Context: an optimization exercise on an open-source flow, tuned for small area, a short achievable clock period and few clock cycles per item. The choices shown serve that exercise and are no tape-out recipe. The RTL was checked by simulation tests, not by an equivalence proof against the original design. Power and IR drop assume default switching activity.

==> flow/design.v, too long to show whole: its modules and the start of the top module <==
// module channel_fir: 1058 lines
// module fm_fa: 9 lines
// module fm_ha: 8 lines
// module fm_frontend_top: 107 lines
module fm_frontend_top (
    input  logic                 clock,
    input  logic                 i_rst_n,
    input  logic                 i_in_wr_en,
    input  fm_sample_pkg::byte_t i_in_din,
    output logic                 o_in_full,
    input  logic                 i_out_rd_en,
    output fm_sample_pkg::iq_t   o_out_iq,
    output logic                 o_out_empty
);
  // ...
==> flow/flow/run.sh <==
#!/bin/bash
# The standard layout, with the port buffers the standard flow's flow inserts made
# from a plain buffer cell instead of the default pick (a delay buffer),
# and the timing repair steps aiming at a setup slack of 8.4 ns.
set -euo pipefail
bash standard.sh BUFFER_PORTS_ARGS="-buffer_cell sky130_fd_sc_hd__buf_2" SETUP_SLACK_MARGIN=8.4 finish > standard.log 2>&1
==> flow/standard.sh <==
#!/bin/bash
# synth_recipe.tcl (not shown) runs the flow's synth.tcl, then flattens the netlist and writes it again
# the make line also repeats each setting of config.mk as NAME=value (left out here)
make -C /OpenROAD-flow-scripts/flow DESIGN_CONFIG=/design/flow/config.mk WORK_HOME=/design/flow/orfs CLKGATE_MAP_FILE= SYNTH_SCRIPT=/design/flow/synth_recipe.tcl "${@:-finish}"
==> flow/config.mk <==
export PLATFORM = sky130hd
export DESIGN_NAME = fm_frontend_top
export DESIGN_NICKNAME = fm_frontend_top
export VERILOG_FILES = /design/flow/design.v
export SDC_FILE = /design/flow/constraint.sdc
export NUM_CORES = 4
export LEC_CHECK = 0
export CAP_MARGIN = 20
export CORE_MARGIN = 2
export CORE_UTILIZATION = 65
export CTS_BUF_LIST = sky130_fd_sc_hd__clkbuf_16
export CTS_CLUSTER_DIAMETER = 100
export CTS_CLUSTER_SIZE = 30
export PLACE_DENSITY = 0.8
export SLEW_MARGIN = 20
export SYNTH_HIERARCHICAL = 1
export SYNTH_MINIMUM_KEEP_SIZE = 0
==> flow/constraint.sdc <==
create_clock -name core_clock -period 12.0 [get_ports {clock}]
set_input_delay 2.4000 -clock core_clock [delete_from_list [all_inputs] [get_ports {clock}]]
set_output_delay 2.4000 -clock core_clock [all_outputs]
set_load 0.01 [all_outputs]
==> results by group, run 1 <==
Status
  – Status: finished clean

Power and ir drop
  – Internal Power: 4.78 mW
  – Sw Ratio: 29.5%

CTS
  – CTS tree: done
  – Clock-pin slew on the worst setup and hold paths: 0.10 ns

Layout
  – Area-dominant class: flip-flops and latches
  – Sequential share of cell area: 60.3%
  – Most frequent cells in the layout: dfxtp_1, fa_1, and2_1
  – Post-Layout Cell Count: 2,539
  – Area occupied by multi-input gates: 0.0102 mm²
  – Number of flip-flops and latches: 909
  – Clock-cell share of area: 3.14%
  – Share of post-route cells with drive strength above 1: 14.3%

Worst hold path
  – Worst Hold End: fir_inst.ring_q[25][3]
  – Startpoint of the worst hold path: fir_inst.ring_q[24][3]

Worst setup path
  – Worst path arrival time: 1.22 ns
  – CP Data Required Time: 9.60 ns

STA
  – Least-Margin Pin Slew: 1.05 ns
  – RSZ-0062 raised after global routing: true
  – Hold_ws: 0.330 ns

Place
  – Dpl ws: 7.72 ns
  – Dpl hpwl: 43.2 mm

Yosys
  – Combinational family with the most area after synthesis: adder cells
  – Most used DFF post-synth: dfxtp_1
  – Post-Synth Simple-Gate Area: 5.09%

Routing
  – Top Layer Used: met4

Floorplanning
  – DIE HEIGHT: 217 µm
  – # IOs: 78

GRT
  – First-pass GRT wire length: 86.5 mm
Testbench counts, summed over its fixed seeds: cycles 8,208, items 2,048.
==> run 2: changes to the inputs <==
==> flow/flow/run.sh (replaced) <==
#!/bin/bash
# The standard layout, with the port buffers the standard flow's flow inserts made
# from a plain buffer cell instead of the default pick (a delay buffer),
# and the timing repair steps aiming at a setup slack of 8.5 ns.
set -euo pipefail
bash standard.sh BUFFER_PORTS_ARGS="-buffer_cell sky130_fd_sc_hd__buf_2" SETUP_SLACK_MARGIN=8.5 finish > standard.log 2>&1
==> run 2 against run 1 <==
  * Still clean
  * Synthesized cell count did not move
  * Combinational power up 3%
  * First-iteration DRC count increased by 7.4%
  * Setup slack gained 0.036 ns
  * Wire length down 0.32%
  * Critical path depth stayed put
  * Register-to-register slack improved by 0.05 ns
  * Utilization increased by 0.79 points
  * Count of clock-buffer cells in the layout down 1
  * Final cell count rose by 0.79%
  * Die area unchanged
  * Design area grew 1.1%
  * Critical path type unchanged
  * Largest cell class unchanged
  * Highest routed layer unchanged
==> results by group, run 2 <==
Status
  – Status: finished clean (unchanged)

GRT
  – Largest net degree at the start of global routing: 34 (was 58)
  – Total track usage: 25.3% (was 25.1%)
  – Overflow after GRT: 0 (unchanged)
  – Initial antenna violation count: 1 (was 0)
  – Number of global-route vias before repair: 14,600 (was 14,800)
  – First-pass GRT wire length: 87.1 mm (was 86.5 mm)

CTS
  – Clock Path Buffers: 3 (unchanged)
  – Clock-pin slew on the worst setup and hold paths: 0.11 ns (was 0.10 ns)
  – Clock sinks: 909 (unchanged)
  – CTS Buf Count: 36 (unchanged)
  – Hold Buf Count CTS: 0 (unchanged)
  – Root buffer cell: clkbuf_16 (unchanged)
  – Latest clock arrival within the worst-skew pair: 0.61 ns (was 0.59 ns)
  – CTS H-tree lvls: 2 (unchanged)
  – CTS tree: done (unchanged)

Floorplanning
  – # rows: 78 (unchanged)
  – Die W: 217 µm (unchanged)
  – Area of the core: 0.0452 mm² (unchanged)
  – # IOs: 78 (unchanged)
  – DIE HEIGHT: 217 µm (unchanged)
  – Starting Density: 65.5% (unchanged)
  – Die area: 0.0472 mm² (unchanged)

Yosys
  – Synth async-reset ratio: 0% (unchanged)
  – Synth Area in Compound Gates: 2.46% (unchanged)
  – Cell variety after synth: 68 (unchanged)
  – Mapped Cells: 1,817 (unchanged)
  – Mux cell area share after synthesis: 0.516% (unchanged)
  – Combinational family with the most area after synthesis: adder cells (unchanged)
  – Warning count from the yosys run: 12 (unchanged)
  – Post-synthesis adder-cell area fraction: 24.6% (unchanged)
  – EDFF count, synth: 104 (unchanged)
  – Post-Synth Simple-Gate Area: 5.09% (unchanged)
  – XOR/XNOR Fraction of Synth Area: 1.29% (unchanged)
  – Yosys top cell area share: 54.5% (unchanged)
  – Syn avg cell area: 16.3 µm² (unchanged)
  – Synthesized area: 0.0296 mm² (unchanged)
  – Synth area leaders: dfxtp_1, fa_1, edfxtp_1 (unchanged)
  – Synth top cells by count: dfxtp_1, fa_1, and2_1 (unchanged)
  – Most numerous cell in the Yosys netlist: dfxtp_1 (unchanged)
  – Most used DFF post-synth: dfxtp_1 (unchanged)
  – Synth area leader: dfxtp_1 (unchanged)
  – FF+latch count, synth: 909 (unchanged)
  – Mapped Nets: 2,216 (unchanged)
  – Seq/Total Area, Yosys: 65.0% (unchanged)

Worst hold path
  – Hold Crit Class: reg2reg (unchanged)
  – Worst Hold End: fir_inst.ring_q[26][0] (was fir_inst.ring_q[25][3])
  – Startpoint of the worst hold path: fir_inst.ring_q[25][0] (was fir_inst.ring_q[24][3])
  – Hold path depth: 0 (unchanged)

Layout
  – Area Overhead vs Synth: 9.72% (was 8.51%)
  – Max reg flops: 608 (unchanged)
  – Most frequent cells in the layout: dfxtp_1, fa_1, and2_1 (unchanged)
  – Seq. cell area: 0.0194 mm² (about the same)
  – Final core utilization: 71.9% (was 71.1%)
  – Most common cell after layout, fill and taps aside: dfxtp_1 (unchanged)
  – Area occupied by multi-input gates: 0.0104 mm² (was 0.0102 mm²)
  – Share of post-route cells with drive strength above 1: 18.3% (was 14.3%)
  – Regs by FF count: fir_inst.ring_q (608), fir_inst.pa_q (98), fir_inst.pb_q (56) (unchanged)
  – Final #Nets: 2,350 (was 2,330)
  – Antenna Cells: 0 (unchanged)
  – Fillers: 2,752 (was 2,799)
  – Top reg by flops: fir_inst.ring_q (unchanged)

Worst setup path
  – Worst-path cell chain: buf_2 (unchanged)
  – Critical path class: reg2out (unchanged)
  – R2r startpoint: mask_q[1] (unchanged)
  – Flop2flop setup slack: 8.49 ns (was 8.44 ns)
  – CP max stage delay: 0.42 ns (was 0.47 ns)
  – Slowest CP cell: edfxtp_1 (unchanged)
  – Worst path depth: 1 (unchanged)
  – FF-to-FF End: fir_inst.pa_q[73] (unchanged)
  – Worst Path Buf+Inv: 1 (unchanged)
  – Reg2reg path depth: 10 (unchanged)
  – Crit end category: primary output (unchanged)
  – CP Data Required Time: 9.60 ns (about the same)
  – Max FO, Critical Path: 1 (was 3)
  – Worst path arrival time: 1.19 ns (was 1.22 ns)
  – Crit path max-delay family: flip-flops (unchanged)
  – CP Launch Type: flop (unchanged)

STA
  – Max_slew headroom: 51.4% (was 29.4%)
  – Fmax: 0.279 GHz (was 0.276 GHz)
  – Clock skew: 0.0240 ns (was 0.0149 ns)
  – Setup TNS: 0 ns (unchanged)
  – Setup violations, final: 0 (unchanged)
  – RSZ-0062 raised after global routing: true (unchanged)
  – Final Hold Vio Count: 0 (unchanged)
  – Period minus WS final: 3.59 ns (was 3.62 ns)
  – Pins Over Slew Limit: 0 (unchanged)
  – Least-Margin Pin Slew: 0.728 ns (was 1.05 ns)
  – Post-route clock period utilization: 29.9% (was 30.2%)

Place
  – Dpl hpwl: 43.8 mm (was 43.2 mm)
  – IO Port Bufs: 77 (unchanged)
  – Global placer's final weighted congestion: 0.920 (was 0.962)

Power and ir drop
  – P_leak: 12.8 nW (was 12.7 nW)
  – Clk network pwr share: 21.1% (was 21.2%)
  – Sw Ratio: 29.8% (was 29.5%)
  – Comb power frac: 26.7% (was 26.1%)
  – Power per cell area: 210 mW/mm² (was 211 mW/mm²)
  – Internal Power: 4.80 mW (was 4.78 mW)
  – Net Sw Power: 2.03 mW (was 2.00 mW)
  – Peak VDD IR: 0.000287 V (was 0.000222 V)
  – Flop pwr share: 52.2% (was 52.7%)

Routing
  – Drt initial violations: 884 (was 823)
  – Routed wire length: 56.9 mm (was 57.1 mm)
  – Detailed Routing Iterations Pass 1: 6 (was 5)
  – Detail Route Antenna Nets: 0 (unchanged)
  – Average vias per placed instance: 5.23 (was 5.29)
  – Wirelength per Cell: 22.2 µm (was 22.5 µm)
  – Residual DRC count: 0 (unchanged)
  – Vias: 13,400 (about the same)

Run
  – Max Cap Viol: 0 (unchanged)
## run 2: final cells by class
| type | instances | share of cell area (%) |
|---|---|---|
| sequential | 909 | 59.8 |
| clock inverter | 9 | 0.247 |
| tap | 600 | 2.31 |
| clock buffer | 37 | 2.85 |
| multi-input combinational | 834 | 32.0 |
| inverter | 54 | 0.640 |
| timing repair buffer | 116 | 2.11 |
## run 2: logic make-up (layout without fill, tap and decap cells)
| logic type | after synthesis | in the layout |
|---|---|---|
| mux | 14 | 14 |
| fa+ha+maj | 387 | 387 |
| other cells | 1 | 1 |
| flops | 909 | 909 |
| simple gates | 282 | 282 |
| xor+xnor | 42 | 42 |
| compound gates | 108 | 108 |
| buf+inv | 74 | 216 |
## run 2: worst max path at each step
stage | startpoint | slack (ns) | to
after floorplan | i_in_din[7] | 8.22 | fir_inst.pb_q[1][9]
after global placement | i_in_wr_en | 7.96 | mask_q[14]
after detailed placement | i_in_wr_en | 7.94 | mask_q[2]
after CTS | orq_q[26] | 8.38 | o_out_iq[28]
after global routing | ori_q[26] | 8.35 | o_out_iq[58]
final | ori_q[25] | 8.41 | o_out_iq[57]
## run 2: what timing repair did
action,in CTS,in global routing
gates resized for setup,116,63
gates cloned,0,0
setup endpoints to repair,100,111
buffers inserted,17,19
pin swaps,8,17
## run 2: Yosys stat by module, one instance, submodules excluded
module	cell area, µm²	flip-flops and latches	times used
channel_fir	17600	762	1
fm_frontend_top	5080	147	1
fm_fa	20.0	0	322
fm_ha	12.5	0	33
## run 2: stage by stage
stage	setup WS (ns)	hold slack, ns	area [µm²]	cells	power (mW)
6_report	8.41	0.330	32500	2559	6.83
5_1_grt	8.35	0.333	32500	2559	7.22
4_1_cts	8.38	0.328	32200	2540	6.82
3_5_place_dp	7.94	0.312	30800	2477	5.41
3_3_place_gp	7.96	0.310	30800	2477	5.34
2_1_floorplan	8.22	0.310	29800	1817	4.90
## run 2: power by group through the flow
stage	Sequential [mW]	Combinational, mW	Clock (mW)
floorplan	3.60	1.29	0
global placement	3.64	1.70	0
detailed placement	3.64	1.77	0
CTS	3.57	1.78	1.47
global route	3.59	2.06	1.58
finish	3.57	1.82	1.44
## run 2: metal layers
metal / GRT usage [%] / part of all wire [%] / up-vias
met1: 33.7 / 42 / 6903
met5: 0 / 0 / -
met4: 7.95 / 3.1 / 0
met3: 3.68 / 3.8 / 99
met2: 43.4 / 51 / 306
li1: - / - / 6088

[separate check: timing with driven ports]
The results above use ideal ports. As a check the final layouts listed here were re-extracted and re-timed, cells and wires unchanged. Step 1 assumes that a clkbuf_16 drives the clock port and a buf_2 every other input. Step 2 moves the port delays by t, midway between the first and last clock arrival at a register: inputs arrive t later, outputs are due t later. That takes back most of the time a late clock gives input paths. Slacks: ideal ports / drivers / drivers and shift; pairs: ideal ports / drivers.
run | shift t [ns] | setup WS [ns] | worst register clock-pin slew, ns | worst data-port slew with drivers (ns)
run 1 | 0.635 | 8.376 / 8.320 / 7.905 | 0.11 / 0.11 | 0.06
run 2 | 0.649 | 8.413 / 8.358 / 7.994 | 0.11 / 0.11 | 0.05
After both steps setup and hold are still met in every run listed. The setup slack of run 1, which loses most, moves by -0.056 ns with the drivers and by -0.471 ns with both steps.
